Background: an optimization exercise with open tools, aiming at small area, a short achievable clock period and few clock cycles. Do not read the settings as production practice. No functional check of the RTL was part of any run shown here. No activity file was given, so power comes from the tool's default toggle rates.

## config.mk

```make
export PLATFORM = sky130hd
export DESIGN_NAME = aluTop
export DESIGN_NICKNAME = aluTop
export VERILOG_FILES = /design/flow/design.v
export SDC_FILE = /design/flow/constraint.sdc
export NUM_CORES = 4
export LEC_CHECK = 0
export ABC_AREA = 1
export CAP_MARGIN = 20
export CORE_MARGIN = 2
export CORE_UTILIZATION = 60
export CTS_BUF_LIST = sky130_fd_sc_hd__clkbuf_8 sky130_fd_sc_hd__clkbuf_16
export CTS_CLUSTER_DIAMETER = 80
export CTS_CLUSTER_SIZE = 24
export PLACE_DENSITY = 0.8
export SLEW_MARGIN = 20
```

## standard.sh

```bash
#!/bin/bash
# synth_recipe.tcl (not shown) runs the flow's synth.tcl, then flattens the netlist and writes it again
# the make line also repeats each setting of config.mk as NAME=value (left out here)
make -C /OpenROAD-flow-scripts/flow DESIGN_CONFIG=/design/flow/config.mk WORK_HOME=/design/flow/orfs CLKGATE_MAP_FILE= SYNTH_SCRIPT=/design/flow/synth_recipe.tcl "${@:-finish}"
```

## constraint.sdc

```tcl
create_clock -name core_clock -period 8.5 [get_ports {clk}]
set_input_delay 1.7000 -clock core_clock [delete_from_list [all_inputs] [get_ports {clk}]]
set_output_delay 1.7000 -clock core_clock [all_outputs]
set_load 0.01 [all_outputs]
```

## flow/run.sh

```bash
#!/bin/bash
set -euo pipefail
bash standard.sh BUFFER_PORTS_ARGS="-buffer_cell sky130_fd_sc_hd__buf_1" SETUP_SLACK_MARGIN=5.8 finish > flow_make.log 2>&1
```

## design.v

```verilog
`default_nettype none
package aluPkg;
    localparam int DataWidth = 32;
    localparam int OpWidth   = 5;
    typedef union packed {
        struct packed {
            logic [5:0] opcode;
            logic [4:0] rs;
            logic [4:0] rt;
            logic [4:0] rd;
            logic [4:0] shamt;
            logic [5:0] func;
        } rType;
        struct packed {
            logic [5:0]  opcode;
            logic [4:0]  rs;
            logic [4:0]  rt;
            logic [15:0] imm;
        } iType;
    } instrWord;
    localparam logic [5:0] OpcRType = 6'b000000;
    localparam logic [5:0] OpcAddi  = 6'b001000;
    localparam logic [5:0] OpcAddiu = 6'b001001;
    localparam logic [5:0] OpcSlti  = 6'b001010;
    localparam logic [5:0] OpcSltiu = 6'b001011;
    localparam logic [5:0] OpcOri   = 6'b001101;
    localparam logic [5:0] OpcXori  = 6'b001110;
    localparam logic [5:0] OpcBeq   = 6'b000100;
    localparam logic [5:0] OpcBne   = 6'b000101;
    localparam logic [5:0] FnSll  = 6'b000000;
    localparam logic [5:0] FnSrl  = 6'b000010;
    localparam logic [5:0] FnSra  = 6'b000011;
    localparam logic [5:0] FnSllv = 6'b000100;
    localparam logic [5:0] FnSrlv = 6'b000110;
    localparam logic [5:0] FnSrav = 6'b000111;
    localparam logic [5:0] FnAdd  = 6'b100000;
    localparam logic [5:0] FnAddu = 6'b100001;
    localparam logic [5:0] FnSub  = 6'b100010;
    localparam logic [5:0] FnSubu = 6'b100011;
    localparam logic [5:0] FnAnd  = 6'b100100;
    localparam logic [5:0] FnOr   = 6'b100101;
    localparam logic [5:0] FnXor  = 6'b100110;
    localparam logic [5:0] FnNor  = 6'b100111;
    localparam logic [5:0] FnSlt  = 6'b101010;
    localparam logic [5:0] FnSltu = 6'b101011;
    localparam logic [OpWidth-1:0] AluAdd    = 5'd0;
    localparam logic [OpWidth-1:0] AluAddOvf = 5'd1;
    localparam logic [OpWidth-1:0] AluSub    = 5'd2;
    localparam logic [OpWidth-1:0] AluSubOvf = 5'd3;
    localparam logic [OpWidth-1:0] AluAnd    = 5'd4;
    localparam logic [OpWidth-1:0] AluOr     = 5'd5;
    localparam logic [OpWidth-1:0] AluXor    = 5'd6;
    localparam logic [OpWidth-1:0] AluNor    = 5'd7;
    localparam logic [OpWidth-1:0] AluSlt    = 5'd8;
    localparam logic [OpWidth-1:0] AluSltu   = 5'd9;
    localparam logic [OpWidth-1:0] AluSll    = 5'd10;
    localparam logic [OpWidth-1:0] AluSrl    = 5'd11;
    localparam logic [OpWidth-1:0] AluSra    = 5'd12;
    localparam logic [OpWidth-1:0] AluBeq    = 5'd13;
    localparam logic [OpWidth-1:0] AluBne    = 5'd14;
    localparam logic [OpWidth-1:0] AluNop    = 5'd15;
    localparam int FlagZero = 2;
    localparam int FlagNeg  = 1;
    localparam int FlagOvf  = 0;
endpackage
`default_nettype wire
`timescale 1ns/1ps
`default_nettype none
module cmdFifo #(
    parameter int Width = 36,
    parameter int Depth = 3
) (
    input  wire logic             clk,
    input  wire logic             rstN,
    input  wire logic             newValid,
    input  wire logic [Width-1:0] newData,
    input  wire logic             credAvail,
    output logic                  present,
    output logic                  outValid,
    output logic      [Width-1:0] head
);
    localparam int CntW = $clog2(Depth + 1);
    logic [Width-1:0] mem [Depth];
    logic [Depth-1:0] wrSel;             
    logic [Depth-1:0] rdSel;
    logic [CntW-1:0]  count;
    logic             headFull;          
    logic             bufNE;
    logic             pending;
    logic             takeBuf;
    logic             push;
    logic [Width-1:0] bufHead;
    assign bufNE   = (count != '0);
    assign pending = headFull || bufNE || newValid;
    assign present = pending && credAvail;
    assign takeBuf = !headFull && bufNE;
    assign push    = newValid && (headFull || bufNE);
    always_comb begin
        bufHead = '0;
        for (int i = 0; i < Depth; i++) begin
            bufHead = bufHead | (rdSel[i] ? mem[i] : '0);
        end
    end
    always_ff @(posedge clk or negedge rstN) begin
        if (!rstN) begin
            outValid <= 1'b0;
            headFull <= 1'b0;
            count    <= '0;
            wrSel    <= Depth'(1);
            rdSel    <= Depth'(1);
        end else begin
            outValid <= present;
            headFull <= pending && !present;
            if (push && !takeBuf) begin
                count <= count + 1'b1;
            end else if (takeBuf && !push) begin
                count <= count - 1'b1;
            end
            if (push) begin
                wrSel <= {wrSel[Depth-2:0], wrSel[Depth-1]};
            end
            if (takeBuf) begin
                rdSel <= {rdSel[Depth-2:0], rdSel[Depth-1]};
            end
        end
    end
    always_ff @(posedge clk) begin
        if (!headFull) begin
            head <= bufNE ? bufHead : newData;
        end
        for (int i = 0; i < Depth; i++) begin
            if (push && wrSel[i]) begin
                mem[i] <= newData;
            end
        end
    end
endmodule
`default_nettype wire
`timescale 1ns/1ps
`default_nettype none
module creditIssue #(
    parameter int OutCredits = 2
) (
    input  wire logic clk,
    input  wire logic rstN,
    input  wire logic present,
    input  wire logic outCredit,
    output logic      credAvail
);
    localparam int CntW = $clog2(OutCredits + 1);
    logic [CntW-1:0] count;
    assign credAvail = (count != '0) || outCredit;
    always_ff @(posedge clk or negedge rstN) begin
        if (!rstN) begin
            count <= CntW'(OutCredits);
        end else begin
            case ({present, outCredit})
                2'b10:   count <= count - 1'b1;
                2'b01:   count <= count + 1'b1;
                default: count <= count;
            endcase
        end
    end
endmodule
`default_nettype wire
`timescale 1ns/1ps
`default_nettype none
import aluPkg::*;
module aluDecode (
    input  wire logic [31:0] instrBits,
    output logic             selSum,    
    output logic             sub,       
    output logic             useImm,    
    output logic             zeroExt,   
    output logic      [3:0]  logicTT,   
    output logic             isBr,      
    output logic             isBne,
    output logic             selShift,
    output logic             shLeft,
    output logic             shArith,
    output logic             shConst,   
    output logic             ovfEn,
    output logic             sltEn,
    output logic             sltuEn,
    output logic             illegal
);
    aluPkg::instrWord instr;
    logic [5:0]       opc;
    logic [5:0]       fn;
    logic             isR;
    logic [4:0]       rsField;
    logic [4:0]       rtField;
    logic             usesRt;
    logic             badReg;
    logic             badCode;
    logic             isLogic;
    logic [1:0]       logicOp;
    assign instr   = instrBits;
    assign opc     = instr.rType.opcode;
    assign fn      = instr.rType.func;
    assign rsField = instr.rType.rs;
    assign rtField = instr.rType.rt;
    always_comb begin
        if (opc == OpcRType) begin
            case (fn)
                FnAdd, FnAddu, FnSub, FnSubu, FnAnd, FnOr, FnXor, FnNor, FnSlt, FnSltu,
                FnSll, FnSrl, FnSra, FnSllv, FnSrlv, FnSrav: badCode = 1'b0;
                default: badCode = 1'b1;
            endcase
        end else begin
            case (opc)
                OpcAddi, OpcAddiu, OpcSlti, OpcSltiu, OpcOri, OpcXori, OpcBeq, OpcBne:
                    badCode = 1'b0;
                default: badCode = 1'b1;
            endcase
        end
    end
    assign usesRt  = (opc == OpcRType) || (opc == OpcBeq) || (opc == OpcBne);
    assign badReg  = (rsField > 5'd1) || (usesRt && (rtField > 5'd1));
    assign illegal = badReg || badCode;
    logic legal;
    assign legal    = !illegal;
    assign isR      = !opc[3] && !opc[2];
    assign useImm   = !isR;                                
    assign zeroExt  = opc[3] && opc[2];
    assign selSum   = legal && (isR ? (fn[5] && !fn[2]) : (opc[3] && !opc[2]));
    assign sub      = isR ? (fn[5] && !fn[2] && fn[1]) : (opc[3] && !opc[2] && opc[1]);
    assign isLogic  = legal && (isR ? (fn[5] && fn[2]) : (opc[3] && opc[2]));
    assign logicOp  = isR ? fn[1:0] : opc[1:0];            
    always_comb begin
        logicTT = 4'b0000;
        if (isLogic) begin
            case (logicOp)
                2'b00: logicTT = 4'b1000;
                2'b01: logicTT = 4'b1110;
                2'b10: logicTT = 4'b0110;
                2'b11: logicTT = 4'b0001;
            endcase
        end
    end
    assign isBr     = legal && !opc[3] && opc[2];
    assign isBne    = opc[0];
    assign selShift = legal && isR && !fn[5];
    assign shLeft   = isR && !fn[5] && !fn[1];              
    assign shArith  = fn[0];
    assign shConst  = isR && !fn[5] && !fn[2];
    assign ovfEn    = legal && (isR ? (fn[5] && !fn[3] && !fn[2] && !fn[0]) : (opc[3] && !opc[2] && !opc[1] && !opc[0]));
    assign sltEn    = legal && (isR ? (fn[5] && fn[3] && !fn[0]) : (opc[3] && !opc[2] && opc[1] && !opc[0]));
    assign sltuEn   = legal && (isR ? (fn[5] && fn[3] && fn[0]) : (opc[3] && !opc[2] && opc[1] && opc[0]));
endmodule
`default_nettype wire
`timescale 1ns/1ps
`default_nettype none
import aluPkg::*;
module aluExecute (
    input  wire logic [DataWidth-1:0] x,
    input  wire logic [DataWidth-1:0] b,        
    input  wire logic                 same,     
    input  wire logic                 selSum,
    input  wire logic                 sub,
    input  wire logic [3:0]           logicTT,
    input  wire logic                 isBr,
    input  wire logic                 isBne,
    input  wire logic                 selShift,
    input  wire logic                 shLeft,
    input  wire logic                 shArith,
    output logic      [15:0]          lo,       
    output logic      [15:0]          xHi,      
    output logic      [15:0]          bHi,      
    output logic                      carry,    
    output logic                      zero      
);
    logic [DataWidth-1:0] opB;
    logic [16:0]          sumLo;
    logic [DataWidth-1:0] bitw;
    logic [DataWidth-1:0] src;
    logic [DataWidth-1:0] shr;
    logic [DataWidth-1:0] brRes;
    logic [DataWidth-1:0] other;
    assign opB    = b ^ {DataWidth{sub}};
    assign sumLo  = {1'b0, x[15:0]} + {1'b0, opB[15:0]} + {16'b0, sub};
    always_comb begin
        for (int i = 0; i < DataWidth; i++) begin
            bitw[i] = logicTT[{x[i], b[i]}];
        end
    end
    assign src   = b;
    assign shr   = DataWidth'($signed({shArith & b[DataWidth-1], src}) >>> x[4:0]);
    assign brRes = (same ^ isBne) ? {b[DataWidth-3:0], 2'b00} : DataWidth'(4);
    assign other = (selShift ? shr : '0) | bitw | (isBr ? brRes : '0);
    assign lo    = (selSum ? sumLo[15:0] : 16'b0) | other[15:0];
    assign xHi   = (selSum ? x[31:16] : 16'b0) | other[31:16];
    assign bHi   = opB[31:16];
    assign carry = sumLo[16];
    assign zero  = isBr && same;
endmodule
module aluFinish (
    input  wire logic        selSum,
    input  wire logic        revOut,
    input  wire logic        ovfEn,
    input  wire logic        sltEn,
    input  wire logic        sltuEn,
    input  wire logic        zeroFlag,
    input  wire logic        illegal,
    input  wire logic [15:0] lo,
    input  wire logic [15:0] xHi,
    input  wire logic [15:0] bHi,
    input  wire logic        carry,
    output logic      [35:0] res
);
    logic [16:0] sumHi;
    logic        ovf;
    logic [31:0] word;
    logic [31:0] wordRev;
    logic [31:0] resNext;
    logic [2:0]  flagsNext;
    assign sumHi = {1'b0, xHi} + {1'b0, bHi} + {16'b0, carry};
    assign ovf   = (xHi[15] == bHi[15]) && (sumHi[15] != xHi[15]);
    assign word = {xHi, lo};
    always_comb begin
        for (int i = 0; i < 32; i++) begin
            wordRev[i] = word[31-i];
        end
    end
    assign resNext = revOut ? wordRev : {(selSum ? sumHi[15:0] : xHi), lo};
    assign flagsNext[FlagZero] = zeroFlag;
    assign flagsNext[FlagNeg]  = (sltEn && (sumHi[15] ^ ovf)) || (sltuEn && !sumHi[16]);
    assign flagsNext[FlagOvf]  = ovfEn && ovf;
    assign res = {illegal, flagsNext, resNext};
endmodule
`default_nettype wire
`timescale 1ns/1ps
`default_nettype none
import aluPkg::*;
module aluTop #(
    parameter int OutCredits = 2
) (
    input  wire logic                 clk,
    input  wire logic                 rstN,
    input  wire logic                 inValid,
    input  wire logic [31:0]          instr,
    input  wire logic [DataWidth-1:0] regA,
    input  wire logic [DataWidth-1:0] regB,
    output logic                      inCredit,
    output logic                      outValid,
    output logic      [DataWidth-1:0] result,
    output logic      [2:0]           flags,
    output logic                      illegal,
    input  wire logic                 outCredit
);
    logic dSelSum, dSub, dUseImm, dZeroExt, dIsBr, dIsBne, dSelShift;
    logic dShLeft, dShArith, dShConst, dOvfEn, dSltEn, dSltuEn, dIll;
    logic [3:0] dTT;
    logic                 v1;
    logic [DataWidth-1:0] x1, b1;
    logic [DataWidth-1:0] rtVal;
    logic [DataWidth-1:0] immExt;
    logic [DataWidth-1:0] rtRev;
    logic                 same1;
    logic [DataWidth-1:0] rsVal;
    logic s1SelSum, s1Sub, s1IsBr, s1IsBne, s1SelShift;
    logic s1ShLeft, s1ShArith, s1OvfEn, s1SltEn, s1SltuEn, s1Ill;
    logic [3:0] s1TT;
    logic [15:0] eLo, eXHi, eBHi;
    logic        eCarry, eZero;
    logic [15:0] lo2, xHi2, bHi2;
    logic        carry2, zero2, selSum2, revOut2, ovfEn2, sltEn2, sltuEn2, ill2;
    logic [35:0] exRes;
    logic [35:0] head;
    logic        present;
    logic        credAvail;
    aluDecode uDecode (
        .instrBits(instr),
        .selSum(dSelSum), .sub(dSub), .useImm(dUseImm), .zeroExt(dZeroExt),
        .logicTT(dTT), .isBr(dIsBr), .isBne(dIsBne), .selShift(dSelShift),
        .shLeft(dShLeft), .shArith(dShArith), .shConst(dShConst), .ovfEn(dOvfEn),
        .sltEn(dSltEn), .sltuEn(dSltuEn), .illegal(dIll)
    );
    always_ff @(posedge clk or negedge rstN) begin
        if (!rstN) begin
            v1 <= 1'b0;
        end else begin
            v1 <= inValid;
        end
    end
    assign rsVal  = instr[21] ? regB : regA;
    assign rtVal  = instr[16] ? regB : regA;
    assign immExt = {{(DataWidth-16){instr[15] & !dZeroExt}}, instr[15:0]};
    always_comb begin
        for (int i = 0; i < DataWidth; i++) begin
            rtRev[i] = rtVal[DataWidth-1-i];
        end
    end
    always_ff @(posedge clk) begin
        x1         <= {rsVal[DataWidth-1:5], dShConst ? instr[10:6] : rsVal[4:0]};
        same1      <= (instr[21] == instr[16]) || (regA == regB);
        b1         <= dUseImm ? immExt : (dShLeft ? rtRev : rtVal);
        s1SelSum   <= dSelSum;
        s1Sub      <= dSub;
        s1TT       <= dTT;
        s1IsBr     <= dIsBr;
        s1IsBne    <= dIsBne;
        s1SelShift <= dSelShift;
        s1ShLeft   <= dShLeft;
        s1ShArith  <= dShArith;
        s1OvfEn    <= dOvfEn;
        s1SltEn    <= dSltEn;
        s1SltuEn   <= dSltuEn;
        s1Ill      <= dIll;
    end
    aluExecute uExecute (
        .x(x1), .b(b1), .same(same1),
        .selSum(s1SelSum), .sub(s1Sub),
        .logicTT(s1TT), .isBr(s1IsBr), .isBne(s1IsBne), .selShift(s1SelShift),
        .shLeft(s1ShLeft), .shArith(s1ShArith),
        .lo(eLo), .xHi(eXHi), .bHi(eBHi), .carry(eCarry), .zero(eZero)
    );
    assign lo2     = eLo;
    assign xHi2    = eXHi;
    assign bHi2    = eBHi;
    assign carry2  = eCarry;
    assign zero2   = eZero;
    assign selSum2 = s1SelSum;
    assign revOut2 = s1SelShift && s1ShLeft;
    assign ovfEn2  = s1OvfEn;
    assign sltEn2  = s1SltEn;
    assign sltuEn2 = s1SltuEn;
    assign ill2    = s1Ill;
    aluFinish uFinish (
        .selSum(selSum2), .revOut(revOut2), .ovfEn(ovfEn2), .sltEn(sltEn2),
        .sltuEn(sltuEn2), .zeroFlag(zero2), .illegal(ill2),
        .lo(lo2), .xHi(xHi2), .bHi(bHi2), .carry(carry2), .res(exRes)
    );
    cmdFifo #(.Width(36), .Depth(3)) uQueue (
        .clk, .rstN,
        .newValid(v1), .newData(exRes), .credAvail,
        .present, .outValid, .head
    );
    creditIssue #(.OutCredits(OutCredits)) uCredit (
        .clk, .rstN, .present, .outCredit, .credAvail
    );
    assign inCredit = outValid;      
    assign {illegal, flags, result} = head;
endmodule
`default_nettype wire
```

==> results of run 1 <==
worst max-delay path: stages (launching register included):
cell and delay, ns:
dfxtp_4 0.40, buf_12 0.16, xor2_1 0.16, ha_1 0.37, nand2_2 0.10, inv_1 0.06, nand2_1 0.09, nand2_2 0.08
a21oi_4 0.20, nand2_4 0.08, a21oi_2 0.13, o21bai_2 0.10, fa_2 0.39, inv_2 0.07, fa_2 0.22, inv_2 0.05
buf_4 0.13, buf_6 0.10, buf_6 0.11, nand3_4 0.08, nand3_2 0.07, nand2_2 0.08, nand3_2 0.08, nand2_2 0.11
o21ai_4 0.08, buf_4 0.13
metal layers:
metal,track usage (%),share of wire (%)
met1,48.78,40
met2,57.53,46
met3,4.325,9.7
met4,13.38,4.2
met5,0,0
state kept, by name (all words and copies together), names as in the netlist, 2 cells and up:
signal         count
b1                32
s1TT               3
x1                32
uQueue.mem       108
uQueue.rdSel       3
uQueue.count       2
uQueue.head       36
uCredit.count      2
uQueue.wrSel       3
logic make-up after synthesis:
| family | count (synthesis) | share of synthesized area [%] |
|---|---|---|
| xor+xnor | 62 | 3.425 |
| fa+ha+maj | 36 | 2.983 |
| flops | 236 | 39.32 |
| simple gates | 1161 | 31.85 |
| buf+inv | 333 | 9.122 |
| mux | 1 | 0.07102 |
| compound gates | 359 | 13.23 |
cell type report:
cell class	count	area (um^2)	share of cell area, %
inverter	194	784.5	4.373
clock inverter	8	35.03	0.1953
sequential	236	6256	34.87
timing repair buffer	224	1388	7.735
clock buffer	14	350.3	1.953
multi-input combinational	1620	8707	48.54
tap	335	419.2	2.336
timing repair:
action,CTS,global route
gates resized for setup,95,122
setup endpoints to repair,213,187
setup buffers,47,14
pin swaps,53,34
gates cloned,4,0
power by group through the flow:
stage	Clock (W)	Combinational, W	Sequential, W
6_report	0.000655	0.00143	0.00155
3_3_place_gp	0	0.00123	0.00157
4_1_cts	0.000663	0.00134	0.00154
2_1_floorplan	0	0.000910	0.00153
5_1_grt	0.000706	0.00157	0.00156
3_5_place_dp	0	0.00126	0.00157
placed cells by master (no fill, tap or decap), drive strengths merged, types with 51 or more instances in the layout:
master	instances
nand2	676
o21ai	153
buf	185
dfxtp	79
edfxtp	144
nor2	81
inv	196
clkbuf	51
a21oi	108
nand3	346
final timing paths:
check,depth (start not counted),from,end
max,25,s1Sub$_DFF_P_,uQueue.mem[2][26]$_DFFE_PP_
min,2,uQueue.wrSel[2]$_DFFE_PN0P_,uQueue.wrSel[2]$_DFFE_PN0P_
max reg2reg,25,s1Sub$_DFF_P_,uQueue.mem[2][26]$_DFFE_PP_
min reg2reg,2,uQueue.wrSel[2]$_DFFE_PN0P_,uQueue.wrSel[2]$_DFFE_PN0P_
max in group asynchronous,1,rstN,uQueue.wrSel[2]$_DFFE_PN0P_
min in group asynchronous,1,rstN,uQueue.rdSel[1]$_DFFE_PN0P_
stage by stage:
step / setup slack, ns / std cells / power (W) / utilization, %
2_1_floorplan: 5.002 / 2188 / 0.002445 / -
3_3_place_gp: 4.423 / 2544 / 0.002800 / 62.93
3_5_place_dp: 4.334 / 2544 / 0.002831 / 62.93
4_1_cts: 4.734 / 2617 / 0.003546 / 67.35
5_1_grt: 4.523 / 2631 / 0.003843 / 69.04
6_report: 4.622 / 2631 / 0.003633 / 69.04
==> impl_results.md, run 1 <==
- Count of different cell masters after synthesis: 55
- Core Rows: 59
- Floorplan die height: 166.6 um
- Cts hold-fix bufs: 0
- Worst vdd ir: 0.2250 mV
- Maximum root-to-sink buffer count: 3
- Setup_tns: 0 ns
- Final hold slack: 0.5137 ns
- Mapped Area: 15860 um^2
- Status: no timing/DRC/antenna violations
- Area Overhead vs Synth: 13.15%
- PwrDens: 202.5 nW/um^2
- Switching share of power: 38.99%
- Final setup fails: 0
- Residual DRC count: 0
- Dpl hpwl: 36340 um
- CTS tree: done
- Clk pin slew, worst setup/hold paths: 0.09 ns
- Wire per inst: 19.54 um
- Fraction of layout cells with a size suffix above 1: 14.59%
- CP required: 8.76 ns
- Mapped Avg Cell Area: 7.246 um^2
- CTS root buf: clkbuf_16
- Minimum clock period: 3.878 ns
- TritonCTS Buffers: 13
- Clock network power share: 18.0%
- Largest net degree at the start of global routing: 66
- Max-slew headroom: 39.12%
- Final WL: 51410 um
- Initial core utilization: 61.02%
- Pint: 0.002216 W
- Post-synthesis net count: 2324
- Number of synthesized flops with an enable pin: 144
- Synthesis Warnings: 7
- Initial antenna violation count: 0
- R2R setup slack: 4.62 ns
- Pre-antenna DRT Iters: 8
- Worst-Margin Slew: 0.9132 ns
- Number of global-route vias before repair: 14420
- Critical path peak fanout: 8
- Most frequent cells after synthesis: nand2_1 (658), nand3_1 (334), inv_1 (185)
- Filler Cells Inserted: 2227
- Core area: 25980 um^2
- FFs w/ async S/R, synth: 5.508%
- Clock Sinks: 236
- Placer Congestion: 1.012
- Port bufs: 137
- Cell count after synthesis: 2188
- Synth Register Bits: 236
- # diodes: 0
- Yosys top cell area share: 27.27%
- Area leader, netlist: edfxtp_1
- Die area: 27740 um^2
- Final Instance Area: 17940 um^2
- DRT iter0 DRCs: 2158
- Max Cap Violations: 0
- First-pass GRT wire length: 78400 um
- Dominant cells by area after synthesis: edfxtp_1 (27%), nand2_1 (16%), nand3_1 (11%)
- Maximum clock frequency: 0.2579 GHz
- Nets@finish: 2425
- Leakage: 7.926 nW
- Worst-Skew Late Latency: 0.49 ns
- Max Transition Viols Final: 0
- Critical path class: reg2reg
- RSZ-0062 raised after global routing: yes
- Post-route antenna net violation count: 0
- Worst Hold Class: reg2reg
- H-tree levels: 1
- GRT Util Overall: 35.39%
- Clock skew: 0.01174 ns
- Placed cell area: 16350 um^2
- Combinational fraction of design power: 39.3%
- Crit start category: flop
- Most frequent cell after synthesis: nand2_1
- Final hold violation count: 0
- Grt ovf: 0
- Number of I/O pins: 138
- Sequential cell fraction of total power: 42.7%
- Critical path capture point type: flop
- Sw Pwr: 0.001416 W
- Vias per cell: 6.062
- Sequential area share after synthesis: 39.32%
- Vias: 15950
- Final Cycle Share: 45.62%
- Worst EP arrival: 4.14 ns
- Top FF cell, synth: edfxtp_1
- Die width: 166.6 um
==> inputs of run 2 (changes only) <==
==> flow/run.sh (replaced) <==
#!/bin/bash
set -euo pipefail
bash standard.sh BUFFER_PORTS_ARGS="-buffer_cell sky130_fd_sc_hd__buf_1" SETUP_SLACK_MARGIN=5.6 finish > flow_make.log 2>&1
==> run 2 against run 1 <==
Still clean. Global-route usage up 0.23 points. Sequential share of layout area up 0.59 points. Register-to-register slack better by 0.09 ns. Flip-flop and latch count unchanged. First-iteration DRC count down 0.37%. Synthesized area unchanged. Die area unchanged. Wire length down 0.19%. Critical path depth up 1. Largest power group unchanged.
==> impl_results.md, run 2 <==
- Synth Register Bits: 236 (unchanged)
- Post-route antenna net violation count: 0 (unchanged)
- Final hold violation count: 0 (unchanged)
- Most frequent cell after synthesis: nand2_1
- Maximum root-to-sink buffer count: 3 (unchanged)
- Critical path peak fanout: 8 (unchanged)
- Mapped Area: 15860 um^2 (unchanged)
- Fraction of layout cells with a size suffix above 1: 11.59% (-3.0 points)
- Synth Area in Compound Gates: 13.23% (unchanged)
- RSZ-0062 raised after global routing: yes
- TritonCTS Buffers: 13 (unchanged)
- CP required: 8.77 ns (about the same)
- Initial core utilization: 61.02% (unchanged)
- Leakage: 7.708 nW (-2.8%)
- Core area: 25980 um^2 (unchanged)
- Top FF cell, synth: edfxtp_1
- Area Overhead vs Synth: 11.30%
- Biggest regs: uQueue.mem (108), uQueue.head (36)
- Worst Hold Class: reg2reg
- Most frequent cells after synthesis: nand2_1 (658), nand3_1 (334), inv_1 (185)
- Critical path class: reg2reg
- Dpl hpwl: 36320 um (about the same)
- Core Rows: 59 (unchanged)
- Cts hold-fix bufs: 0 (unchanged)
- Vias per cell: 6.106 (+0.71%)
- Vias: 15950 (-0.013%)
- Commonest cells after routing, fill and taps aside: nand2_1 (622), nand3_1 (312), inv_1 (185)
- Mapped Avg Cell Area: 7.246 um^2 (unchanged)
- Worst vdd ir: 0.2058 mV (-8.5%)
- CTS root buf: clkbuf_16
- Floorplan die height: 166.6 um (unchanged)
- Synth Area in XOR/XNOR: 3.425% (unchanged)
- First-pass GRT wire length: 78710 um (+0.39%)
- Max reg flops: 108 (unchanged)
- Pwr Total: 0.003605 W (-0.77%)
- Port bufs: 137 (unchanged)
- Initial antenna violation count: 0 (unchanged)
- Cell count after synthesis: 2188 (unchanged)
- Largest net degree at the start of global routing: 66 (unchanged)
- # diodes: 0 (unchanged)
- Worst-Skew Late Latency: 0.51 ns (+0.02 ns)
- Number of synthesized flops with an enable pin: 144 (unchanged)
- Area leader, netlist: edfxtp_1
- Post-synthesis mux area share: 0.07102% (unchanged)
- Sequential area share after synthesis: 39.32% (unchanged)
- Max Transition Viols Final: 0 (unchanged)
- Wire per inst: 19.65 um (+0.54%)
- Status: no timing/DRC/antenna violations
- Setup_tns: 0 ns (unchanged)
- Clock Sinks: 236 (unchanged)
- Worst EP arrival: 4.06 ns (-0.08 ns)
- Final setup fails: 0 (unchanged)
- CTS tree: done
- DRT iter0 DRCs: 2150 (-0.37%)
- Clk pin slew, worst setup/hold paths: 0.09 ns (about the same)
- Residual DRC count: 0 (unchanged)
- Grt ovf: 0 (unchanged)
- PwrDens: 204.3 nW/um^2 (+0.87%)
- Dominant cells by area after synthesis: edfxtp_1 (27%), nand2_1 (16%), nand3_1 (11%)
- Count of different cell masters after synthesis: 55 (unchanged)
- Die area: 27740 um^2 (unchanged)
- Synth Area in Adders: 2.983% (unchanged)
- Max-slew headroom: 26.88% (-12 points)
- Synthesis Warnings: 7 (unchanged)
- Number of global-route vias before repair: 14820 (+2.8%)
- Final Cycle Share: 44.62% (-1.0 points)
- Post-synthesis net count: 2324 (unchanged)
- H-tree levels: 1 (unchanged)
- Final hold slack: 0.5023 ns (-0.01140 ns)
- Finished Layout Cells: 2612 (-0.72%)
- Number of I/O pins: 138 (unchanged)
- Final WL: 51310 um (-0.19%)
- Crit start category: flop
- Synth Area in Simple Gates: 31.85% (unchanged)
- Max Cap Violations: 0 (unchanged)
- Maximum clock frequency: 0.2637 GHz (+2.2%)
- Pre-antenna DRT Iters: 6 (-2)
- Die width: 166.6 um (unchanged)
- Largest family of logic cells by synthesized area: simple AND/OR/NAND/NOR gates
- Clock skew: 0.02711 ns (+0.01537 ns)
- Placer Congestion: 1.022 (+0.95%)
- Most common cell after layout, fill and taps aside: nand2_1
- Nets@finish: 2407 (-0.74%)
- Largest register by flop count: uQueue.mem
- Yosys top cell area share: 27.27% (unchanged)
- Dpl cells: 2542 (-0.079%)
- FFs w/ async S/R, synth: 5.508% (unchanged)
- Worst-Margin Slew: 1.096 ns (+0.1823 ns)
- GRT Util Overall: 35.62% (+0.23 points)
- Minimum clock period: 3.793 ns (-0.08506 ns)
- Critical path capture point type: flop
-- run 2: path summary, 6_finish.rpt --
path,startpoint,end,depth (start not counted),slack (ns)
worst max-delay path,s1Sub$_DFF_P_,uQueue.head[30]$_DFFE_PN_,26,4.71
worst min-delay path,uQueue.wrSel[1]$_DFFE_PN0P_,uQueue.wrSel[1]$_DFFE_PN0P_,2,0.50
worst max register to register,s1Sub$_DFF_P_,uQueue.head[30]$_DFFE_PN_,26,4.71
worst min register to register,uQueue.wrSel[1]$_DFFE_PN0P_,uQueue.wrSel[1]$_DFFE_PN0P_,2,0.50
max in group asynchronous,rstN,uQueue.rdSel[2]$_DFFE_PN0P_,1,6.81
min in group asynchronous,rstN,uQueue.rdSel[1]$_DFFE_PN0P_,1,1.20
-- run 2: worst max-delay path, stage by stage (launching register included) --
cell	delay, ns
dfxtp_4	0.39
buf_12	0.16
xor2_1	0.17
ha_1	0.35
nand2_1	0.14
nor2_4	0.05
buf_4	0.13
a21oi_2	0.17
nand2_2	0.09
a21oi_2	0.17
o21bai_2	0.08
fa_2	0.41
inv_2	0.08
fa_2	0.21
inv_2	0.06
nand3_4	0.07
nand2_4	0.07
nand2_2	0.10
nand2_4	0.07
nand3_2	0.09
nand2_1	0.06
nand2_1	0.08
nand3_2	0.07
nand3_2	0.10
nand2_2	0.08
nand2_1	0.06
nand2_1	0.05
-- run 2: power breakdown --
| group | leakage (nW) | total (W) | switching, W | internal, W |
|---|---|---|---|---|
| sequential | 2.02 | 0.00161 | 0.000195 | 0.00141 |
| clock | 0.209 | 0.000662 | 0.000361 | 0.000301 |
| combinational | 5.48 | 0.00133 | 0.000861 | 0.000472 |
| total | 7.71 | 0.00360 | 0.00142 | 0.00219 |
-- run 2: metrics by stage --
step | setup slack [ns] | area, um^2 | util, %
6_report | 4.707 | 17650 | 67.91
4_1_cts | 4.759 | 17250 | 66.40
3_5_place_dp | 4.414 | 16310 | 62.77
2_1_floorplan | 5.002 | 15940 | -
3_3_place_gp | 4.490 | 16310 | 62.77
5_1_grt | 4.542 | 17650 | 67.91
-- run 2: layout make-up --
cell class | instances | area, um^2
inverter | 194 | 764.5
tap | 335 | 419.2
clock inverter | 7 | 31.28
clock buffer | 14 | 350.3
sequential | 236 | 6259
timing repair buffer | 206 | 1176
fill | 2224 | 8338
multi-input combinational | 1620 | 8647
-- run 2: cell families after synthesis --
group	after synthesis
buf+inv	333
flops	236
mux	1
fa+ha+maj	36
xor+xnor	62
compound gates	359
simple gates	1161
-- run 2: timing repair --
action	CTS	global route
setup buffers	34	11
hold endpoints to repair	0	0
gates resized for setup	71	76
pin swaps	30	36
cloned	3	1
setup endpoints to repair	134	99
-- run 2: routing by layer --
layer / wire length [um] / global-route usage [%]
met1: 20080 / 47.51
met2: 23830 / 58.34
met3: 4722 / 4.230
met4: 2687 / 16.60
met5: 0 / 0

==> afterwards: timing with drivers on the ports <==
The flow's constraints put no driver on any port. The routed layouts listed below were extracted and timed again, unchanged, in two steps. Step 1 sets driving cells, clkbuf_16 on the clock port and buf_2 on the other inputs (assumed; they add their load-dependent delay and slew). Step 2 also shifts input and output timing later by t, the mid clock arrival at the registers, as if the neighbouring blocks saw the same clock. Three values: ideal ports, drivers, drivers and shift; two values: the first two.
| run | t, ns | setup WS [ns] | hold slack, ns | worst register clock-pin slew, ns |
|---|---|---|---|---|
| run 1 | 0.538 | 4.622 / 4.622 / 4.622 | 0.514 / 0.514 / 0.514 | 0.09 / 0.09 |
| run 2 | 0.544 | 4.707 / 4.707 / 4.707 | 0.502 / 0.502 / 0.502 | 0.10 / 0.10 |
After both steps setup and hold are still met in every run listed.
